From an optimization exercise on the open Yosys and OpenROAD flow, aimed at small area, a short achievable clock period and few clock cycles per item; shortcuts taken in it are not production practice.
Function was checked by simulation only, so behaviour that the tests miss may differ from the original.

==> inputs of v5 <==
Design alu_seq, start of the top module:
module alu_seq
#(
  parameter int XLEN = 64
) (
  input  logic            clk,
  input  logic            rst_n,
  input  logic            in_valid,
  output logic            in_ready,
  input  logic [diablo_alu_pkg::ALU_OP_W-1:0] in_op,
  input  logic [XLEN-1:0] in_a,
  input  logic [XLEN-1:0] in_b,
  output logic            out_valid,
  input  logic            out_ready,
  output logic [XLEN-1:0] out_result,
  output logic            out_err
);
==> flow/config.mk <==
export PLATFORM = sky130hd
export DESIGN_NAME = alu_seq
export DESIGN_NICKNAME = alu_seq
export VERILOG_FILES = /design/flow/design.v
export SDC_FILE = /design/flow/constraint.sdc
export NUM_CORES = 4
export LEC_CHECK = 0
export CAP_MARGIN = 20
export CORE_MARGIN = 2
export CORE_UTILIZATION = 40
export SLEW_MARGIN = 20
==> flow/constraint.sdc <==
create_clock -name core_clock -period 10.0 [get_ports {clk}]
set_input_delay 2.0000 -clock core_clock [delete_from_list [all_inputs] [get_ports {clk}]]
set_output_delay 2.0000 -clock core_clock [all_outputs]
set_load 0.01 [all_outputs]
run.sh (not shown) runs the stock make flow with config.mk's settings and CLKGATE_MAP_FILE= SYNTH_SCRIPT=/design/flow/synth_recipe.tcl, a recipe that flattens the netlist after the stock synthesis.
==> v6 (differences from v5) <==
--- a/flow/design.v
+++ b/flow/design.v
@@ -46,39 +46,49 @@
   input  logic            i_advance,    
   input  logic [XLEN-1:0] i_x,          
   input  logic [XLEN-1:0] i_d,          
   output logic            o_busy,
   output logic            o_nega,
   output logic            o_negb,
-  output logic            o_prep,
+  output logic            o_lz,
+  output logic            o_align,
   output logic            o_iter,
-  output logic            o_fin,
+  output logic            o_fin,        
   output logic            o_is_mul,
   output logic            o_quo,        
   output logic            o_neg,        
   output logic            o_swap,       
   output logic            o_b_zero,     
   output logic [$clog2(XLEN)-1:0] o_k   
 );
   localparam int CW = $clog2(XLEN) + 1;
   function automatic logic [CW-1:0] clz(input logic [XLEN-1:0] v);
-    logic [XLEN-1:0] t;
-    t   = v;
-    clz = '0;
-    clz[CW-1] = (v == '0);
-    for (int l = CW - 2; l >= 0; l--) begin
-      if ((t & ~({XLEN{1'b1}} >> (1 << l))) == '0) begin
-        clz[l] = 1'b1;
-        t      = t << (1 << l);
+    logic [XLEN-1:0]        z;
+    logic [XLEN*(CW-1)-1:0] c;
+    logic [XLEN-1:0]        nz;
+    logic [XLEN*(CW-1)-1:0] nc;
+    z  = ~v;
+    c  = '0;
+    nz = '0;
+    nc = '0;
+    for (int l = 1; l < CW; l++) begin
+      for (int i = 0; i < (XLEN >> l); i++) begin
+        nz[i] = z[2*i+1] && z[2*i];
+        nc[i*(CW-1) +: (CW-1)] = z[2*i+1] ? (c[(2*i)*(CW-1) +: (CW-1)] | (CW-1)'(1 << (l - 1)))
+                                          : c[(2*i+1)*(CW-1) +: (CW-1)];
       end
+      z = nz;
+      c = nc;
     end
-    if (clz[CW-1]) clz[CW-2:0] = '0;
+    clz = z[0] ? CW'(XLEN) : {1'b0, c[CW-2:0]};
   endfunction
   logic          r_nega;
   logic          r_negb;
-  logic          r_prep;
+  logic          r_lz;
+  logic          r_align;
+  logic [CW-2:0] r_k;
   logic          r_iter;
   logic          r_fin;
   logic [CW-1:0] r_cnt;
   logic          r_is_mul;
   logic          r_quo;
   logic          r_neg;
@@ -95,65 +105,75 @@
   assign w_lzb       = clz(i_d);
   assign o_swap      = w_lzb > w_lza;
   assign w_lzmax     = o_swap ? w_lzb : w_lza;
   assign w_mul_steps = (CW'(XLEN + 1) - w_lzmax) >> 1;
   assign w_k         = {1'b0, w_lzb} - {1'b0, w_lza};
   assign o_b_zero    = w_lzb[CW-1];
-  assign o_k         = w_k[CW-2:0];
+  assign o_k         = r_k;
   always_ff @(posedge clk or negedge rst_n) begin
     if (!rst_n) begin
       r_nega   <= 1'b0;
       r_negb   <= 1'b0;
-      r_prep   <= 1'b0;
+      r_lz     <= 1'b0;
+      r_align  <= 1'b0;
+      r_k      <= '0;
       r_iter   <= 1'b0;
       r_fin    <= 1'b0;
       r_cnt    <= '0;
       r_is_mul <= 1'b0;
       r_quo    <= 1'b0;
       r_neg    <= 1'b0;
     end else if (i_start) begin
       r_nega   <= i_neg_a;
       r_negb   <= i_neg_b;
-      r_prep   <= 1'b1;
+      r_lz     <= 1'b1;
+      r_align  <= 1'b0;
       r_iter   <= 1'b0;
       r_fin    <= 1'b0;
       r_is_mul <= w_is_mul;
       r_quo    <= !w_is_mul && !w_is_rem;
       r_neg    <= w_is_rem ? i_neg_a : (i_neg_a ^ i_neg_b);
     end else if (r_nega) begin
       r_nega <= 1'b0;
     end else if (r_negb) begin
       r_negb <= 1'b0;
-    end else if (r_prep) begin
-      r_prep <= 1'b0;
+    end else if (r_lz) begin
+      r_lz <= 1'b0;
       if (r_is_mul) begin
         r_cnt  <= w_mul_steps;
         r_iter <= (w_mul_steps != '0);
         r_fin  <= (w_mul_steps == '0);
       end else begin
-        r_cnt  <= w_k[CW-1:0] + 1'b1;
-        r_iter <= !o_b_zero && !w_k[CW];
-        r_fin  <= o_b_zero || w_k[CW];
+        r_cnt   <= w_k[CW-1:0] + 1'b1;
+        r_k     <= w_k[CW-2:0];
+        r_align <= !o_b_zero && !w_k[CW];
+        r_fin   <= o_b_zero || w_k[CW];
         if (o_b_zero && r_quo) r_neg <= 1'b0;
       end
+    end else if (r_align) begin
+      r_align <= 1'b0;
+      r_iter  <= 1'b1;
     end else if (r_iter) begin
       r_cnt <= r_cnt - 1'b1;
       if (r_cnt == CW'(1)) begin
         r_iter <= 1'b0;
-        r_fin  <= 1'b1;
+        r_fin  <= !(w_mul_direct && i_advance);
       end
     end else if (r_fin && i_advance) begin
       r_fin <= 1'b0;
     end
   end
-  assign o_busy   = r_nega || r_negb || r_prep || r_iter || r_fin;
+  logic w_mul_direct;
+  assign w_mul_direct = r_is_mul && !r_neg;
+  assign o_busy   = r_nega || r_negb || r_lz || r_align || r_iter || r_fin;
   assign o_nega   = r_nega;
   assign o_negb   = r_negb && !r_nega;
-  assign o_prep   = r_prep && !r_nega && !r_negb;
+  assign o_lz     = r_lz && !r_nega && !r_negb;
+  assign o_align  = r_align;
   assign o_iter   = r_iter;
-  assign o_fin    = r_fin;
+  assign o_fin    = r_fin || (r_iter && w_mul_direct && (r_cnt == CW'(1)));
   assign o_is_mul = r_is_mul;
   assign o_quo    = r_quo;
   assign o_neg    = r_neg;
 endmodule
 `default_nettype wire
 `default_nettype none
@@ -202,13 +222,14 @@
   assign w_accept   = in_valid && in_ready;
   assign out_valid  = r_ov;
   assign out_result = r_result;
   assign out_err    = r_err;
   logic           w_nega;
   logic           w_negb;
-  logic           w_prep;
+  logic           w_lz;
+  logic           w_align;
   logic           w_itr;
   logic           w_is_mul;
   logic           w_quo;
   logic           w_neg;
   logic           w_swap;
   logic           w_b_zero;
@@ -225,13 +246,14 @@
     .i_advance (w_r_free),
     .i_x       (r_x),
     .i_d       (r_d),
     .o_busy    (w_md_busy),
     .o_nega    (w_nega),
     .o_negb    (w_negb),
-    .o_prep    (w_prep),
+    .o_lz      (w_lz),
+    .o_align   (w_align),
     .o_iter    (w_itr),
     .o_fin     (w_md_fin),
     .o_is_mul  (w_is_mul),
     .o_quo     (w_quo),
     .o_neg     (w_neg),
     .o_swap    (w_swap),
@@ -260,13 +282,13 @@
       w_en2  = 1'b0;
       w_cin  = 1'b1;
     end else if (w_negb) begin
       w_en1  = 1'b0;
       w_inv2 = 1'b1;
       w_cin  = 1'b1;
-    end else if (w_prep) begin
+    end else if (w_lz) begin
       w_en1  = 1'b0;
       w_en2  = 1'b0;
     end else if (w_itr) begin
       if (w_is_mul) begin
         w_en2 = r_y[0];
         w_en3 = r_y[1];
@@ -364,23 +386,24 @@
       r_y <= in_a;
     end else if (w_nega) begin
       r_x <= w_sum[XLEN-1:0];
       r_y <= w_sum[XLEN-1:0];
     end else if (w_negb) begin
       r_d <= w_sum[XLEN-1:0];
-    end else if (w_prep) begin
+    end else if (w_lz) begin
       if (w_is_mul) begin
         r_x <= w_sum[XLEN-1:0];                
         if (w_swap) begin
           r_y <= r_d;
           r_d <= r_x;
         end
       end else begin
         r_y <= {XLEN{w_b_zero}};
-        r_d <= w_sh_res;
       end
+    end else if (w_align) begin
+      r_d <= w_sh_res;
     end else if (w_itr) begin
       r_d <= w_sh_res;
       if (w_is_mul) begin
         r_x <= w_sum[XLEN-1:0];
         r_y <= {2'b00, r_y[XLEN-1:2]};
       end else begin
==> v28 (differences from v5) <==
--- a/flow/design.v
+++ b/flow/design.v
@@ -46,39 +46,49 @@
   input  logic            i_advance,    
   input  logic [XLEN-1:0] i_x,          
   input  logic [XLEN-1:0] i_d,          
   output logic            o_busy,
   output logic            o_nega,
   output logic            o_negb,
-  output logic            o_prep,
+  output logic            o_lz,
+  output logic            o_align,
   output logic            o_iter,
-  output logic            o_fin,
+  output logic            o_fin,        
   output logic            o_is_mul,
   output logic            o_quo,        
   output logic            o_neg,        
   output logic            o_swap,       
   output logic            o_b_zero,     
   output logic [$clog2(XLEN)-1:0] o_k   
 );
   localparam int CW = $clog2(XLEN) + 1;
   function automatic logic [CW-1:0] clz(input logic [XLEN-1:0] v);
-    logic [XLEN-1:0] t;
-    t   = v;
-    clz = '0;
-    clz[CW-1] = (v == '0);
-    for (int l = CW - 2; l >= 0; l--) begin
-      if ((t & ~({XLEN{1'b1}} >> (1 << l))) == '0) begin
-        clz[l] = 1'b1;
-        t      = t << (1 << l);
+    logic [XLEN-1:0]        z;
+    logic [XLEN*(CW-1)-1:0] c;
+    logic [XLEN-1:0]        nz;
+    logic [XLEN*(CW-1)-1:0] nc;
+    z  = ~v;
+    c  = '0;
+    nz = '0;
+    nc = '0;
+    for (int l = 1; l < CW; l++) begin
+      for (int i = 0; i < (XLEN >> l); i++) begin
+        nz[i] = z[2*i+1] && z[2*i];
+        nc[i*(CW-1) +: (CW-1)] = z[2*i+1] ? (c[(2*i)*(CW-1) +: (CW-1)] | (CW-1)'(1 << (l - 1)))
+                                          : c[(2*i+1)*(CW-1) +: (CW-1)];
       end
+      z = nz;
+      c = nc;
     end
-    if (clz[CW-1]) clz[CW-2:0] = '0;
+    clz = z[0] ? CW'(XLEN) : {1'b0, c[CW-2:0]};
   endfunction
   logic          r_nega;
   logic          r_negb;
-  logic          r_prep;
+  logic          r_lz;
+  logic          r_align;
+  logic [CW-2:0] r_k;
   logic          r_iter;
   logic          r_fin;
   logic [CW-1:0] r_cnt;
   logic          r_is_mul;
   logic          r_quo;
   logic          r_neg;
@@ -95,65 +105,75 @@
   assign w_lzb       = clz(i_d);
   assign o_swap      = w_lzb > w_lza;
   assign w_lzmax     = o_swap ? w_lzb : w_lza;
   assign w_mul_steps = (CW'(XLEN + 1) - w_lzmax) >> 1;
   assign w_k         = {1'b0, w_lzb} - {1'b0, w_lza};
   assign o_b_zero    = w_lzb[CW-1];
-  assign o_k         = w_k[CW-2:0];
+  assign o_k         = r_k;
   always_ff @(posedge clk or negedge rst_n) begin
     if (!rst_n) begin
       r_nega   <= 1'b0;
       r_negb   <= 1'b0;
-      r_prep   <= 1'b0;
+      r_lz     <= 1'b0;
+      r_align  <= 1'b0;
+      r_k      <= '0;
       r_iter   <= 1'b0;
       r_fin    <= 1'b0;
       r_cnt    <= '0;
       r_is_mul <= 1'b0;
       r_quo    <= 1'b0;
       r_neg    <= 1'b0;
     end else if (i_start) begin
       r_nega   <= i_neg_a;
       r_negb   <= i_neg_b;
-      r_prep   <= 1'b1;
+      r_lz     <= 1'b1;
+      r_align  <= 1'b0;
       r_iter   <= 1'b0;
       r_fin    <= 1'b0;
       r_is_mul <= w_is_mul;
       r_quo    <= !w_is_mul && !w_is_rem;
       r_neg    <= w_is_rem ? i_neg_a : (i_neg_a ^ i_neg_b);
     end else if (r_nega) begin
       r_nega <= 1'b0;
     end else if (r_negb) begin
       r_negb <= 1'b0;
-    end else if (r_prep) begin
-      r_prep <= 1'b0;
+    end else if (r_lz) begin
+      r_lz <= 1'b0;
       if (r_is_mul) begin
         r_cnt  <= w_mul_steps;
         r_iter <= (w_mul_steps != '0);
         r_fin  <= (w_mul_steps == '0);
       end else begin
-        r_cnt  <= w_k[CW-1:0] + 1'b1;
-        r_iter <= !o_b_zero && !w_k[CW];
-        r_fin  <= o_b_zero || w_k[CW];
+        r_cnt   <= w_k[CW-1:0] + 1'b1;
+        r_k     <= w_k[CW-2:0];
+        r_align <= !o_b_zero && !w_k[CW];
+        r_fin   <= o_b_zero || w_k[CW];
         if (o_b_zero && r_quo) r_neg <= 1'b0;
       end
+    end else if (r_align) begin
+      r_align <= 1'b0;
+      r_iter  <= 1'b1;
     end else if (r_iter) begin
       r_cnt <= r_cnt - 1'b1;
       if (r_cnt == CW'(1)) begin
         r_iter <= 1'b0;
-        r_fin  <= 1'b1;
+        r_fin  <= !(w_mul_direct && i_advance);
       end
     end else if (r_fin && i_advance) begin
       r_fin <= 1'b0;
     end
   end
-  assign o_busy   = r_nega || r_negb || r_prep || r_iter || r_fin;
+  logic w_mul_direct;
+  assign w_mul_direct = r_is_mul && !r_neg;
+  assign o_busy   = r_nega || r_negb || r_lz || r_align || r_iter || r_fin;
   assign o_nega   = r_nega;
   assign o_negb   = r_negb && !r_nega;
-  assign o_prep   = r_prep && !r_nega && !r_negb;
+  assign o_lz     = r_lz && !r_nega && !r_negb;
+  assign o_align  = r_align;
   assign o_iter   = r_iter;
-  assign o_fin    = r_fin;
+  assign o_fin    = r_fin || (r_iter && w_mul_direct && (r_cnt == CW'(1)));
   assign o_is_mul = r_is_mul;
   assign o_quo    = r_quo;
   assign o_neg    = r_neg;
 endmodule
 `default_nettype wire
 `default_nettype none
@@ -202,13 +222,14 @@
   assign w_accept   = in_valid && in_ready;
   assign out_valid  = r_ov;
   assign out_result = r_result;
   assign out_err    = r_err;
   logic           w_nega;
   logic           w_negb;
-  logic           w_prep;
+  logic           w_lz;
+  logic           w_align;
   logic           w_itr;
   logic           w_is_mul;
   logic           w_quo;
   logic           w_neg;
   logic           w_swap;
   logic           w_b_zero;
@@ -225,13 +246,14 @@
     .i_advance (w_r_free),
     .i_x       (r_x),
     .i_d       (r_d),
     .o_busy    (w_md_busy),
     .o_nega    (w_nega),
     .o_negb    (w_negb),
-    .o_prep    (w_prep),
+    .o_lz      (w_lz),
+    .o_align   (w_align),
     .o_iter    (w_itr),
     .o_fin     (w_md_fin),
     .o_is_mul  (w_is_mul),
     .o_quo     (w_quo),
     .o_neg     (w_neg),
     .o_swap    (w_swap),
@@ -260,13 +282,13 @@
       w_en2  = 1'b0;
       w_cin  = 1'b1;
     end else if (w_negb) begin
       w_en1  = 1'b0;
       w_inv2 = 1'b1;
       w_cin  = 1'b1;
-    end else if (w_prep) begin
+    end else if (w_lz) begin
       w_en1  = 1'b0;
       w_en2  = 1'b0;
     end else if (w_itr) begin
       if (w_is_mul) begin
         w_en2 = r_y[0];
         w_en3 = r_y[1];
@@ -364,23 +386,24 @@
       r_y <= in_a;
     end else if (w_nega) begin
       r_x <= w_sum[XLEN-1:0];
       r_y <= w_sum[XLEN-1:0];
     end else if (w_negb) begin
       r_d <= w_sum[XLEN-1:0];
-    end else if (w_prep) begin
+    end else if (w_lz) begin
       if (w_is_mul) begin
         r_x <= w_sum[XLEN-1:0];                
         if (w_swap) begin
           r_y <= r_d;
           r_d <= r_x;
         end
       end else begin
         r_y <= {XLEN{w_b_zero}};
-        r_d <= w_sh_res;
       end
+    end else if (w_align) begin
+      r_d <= w_sh_res;
     end else if (w_itr) begin
       r_d <= w_sh_res;
       if (w_is_mul) begin
         r_x <= w_sum[XLEN-1:0];
         r_y <= {2'b00, r_y[XLEN-1:2]};
       end else begin
Settings changed: SETUP_SLACK_MARGIN set to 3.
==> flow_summary_export.csv <==
group,metric,value,unit
global_route,met1_usage,63.13,%
detailed_routing,drtIter0Drc,8114,
outcome,status,"failed layout checks",
final_layout,multi_input_area,0.02673,sq mm
timing,setup_viol,5,
synth,syn-cell-area,0.03769,sq mm
outcome,violations,"setup timing",
timing,setup_slack,-0.07600,ns
# the run above: v5

==> flow_summary_export.csv <==
group,metric,value,unit
outcome,status,"finished clean",
clocking,hold_buffers,0,
detailed_routing,drtIter0Drc,6670,
timing,setup_slack,3.106,ns
synth,syn-cell-area,0.03608,sq mm
global_route,met1_usage,51.37,%
final_layout,fillCellCount,8982,
setup_path,crit_type,"flop to flop",
final_layout,multi_input_area,0.02555,sq mm
clocking,post_cts_buffers,5,
# the run above: v28

==> flow_summary_export.csv <==
group,metric,value,unit
detailed_routing,drtIter0Drc,6019,
timing,setup_tns,0,ns
global_route,met1_usage,55.98,%
timing,setup_viol,0,
place,dp_hpwl,150.4,mm
final_layout,multi_input_area,0.02545,sq mm
clocking,cts_resized,0,
outcome,status,"finished clean",
synth,syn-cell-area,0.03608,sq mm
timing,setup_slack,1.571,ns
# the run above: v6

Testbench counts of v5, summed over its fixed seeds: cycles 20,486, items 2,400.
Testbench counts of v6, summed over its fixed seeds: cycles 20,725, items 2,400.
Testbench counts of v28, summed over its fixed seeds: cycles 20,725, items 2,400.

-- static timing again, ports no longer ideal --
The flow's constraints put no driver on any port. The routed layouts listed below were extracted and timed again, unchanged, in two steps.
Step 1 assumes that a clkbuf_16 drives the clock port and a buf_2 every other input.
Step 2 times the ports against the registers' clock, not the clock port: input delays grow and output delays shrink by t, the midpoint of the rising clock arrivals with the driver on.
Three values: ideal ports, drivers, drivers and shift; two values: the first two.
run | shift t [ns] | setup slack, ns | worst register clock-pin slew, ns
v5 | 0.728 | -0.076 / -0.076 / -0.076 | 0.08 / 0.08
v6 | 0.700 | 1.571 / 1.571 / 1.571 | 0.07 / 0.07
v28 | 0.677 | 3.106 / 3.106 / 3.106 | 0.08 / 0.08
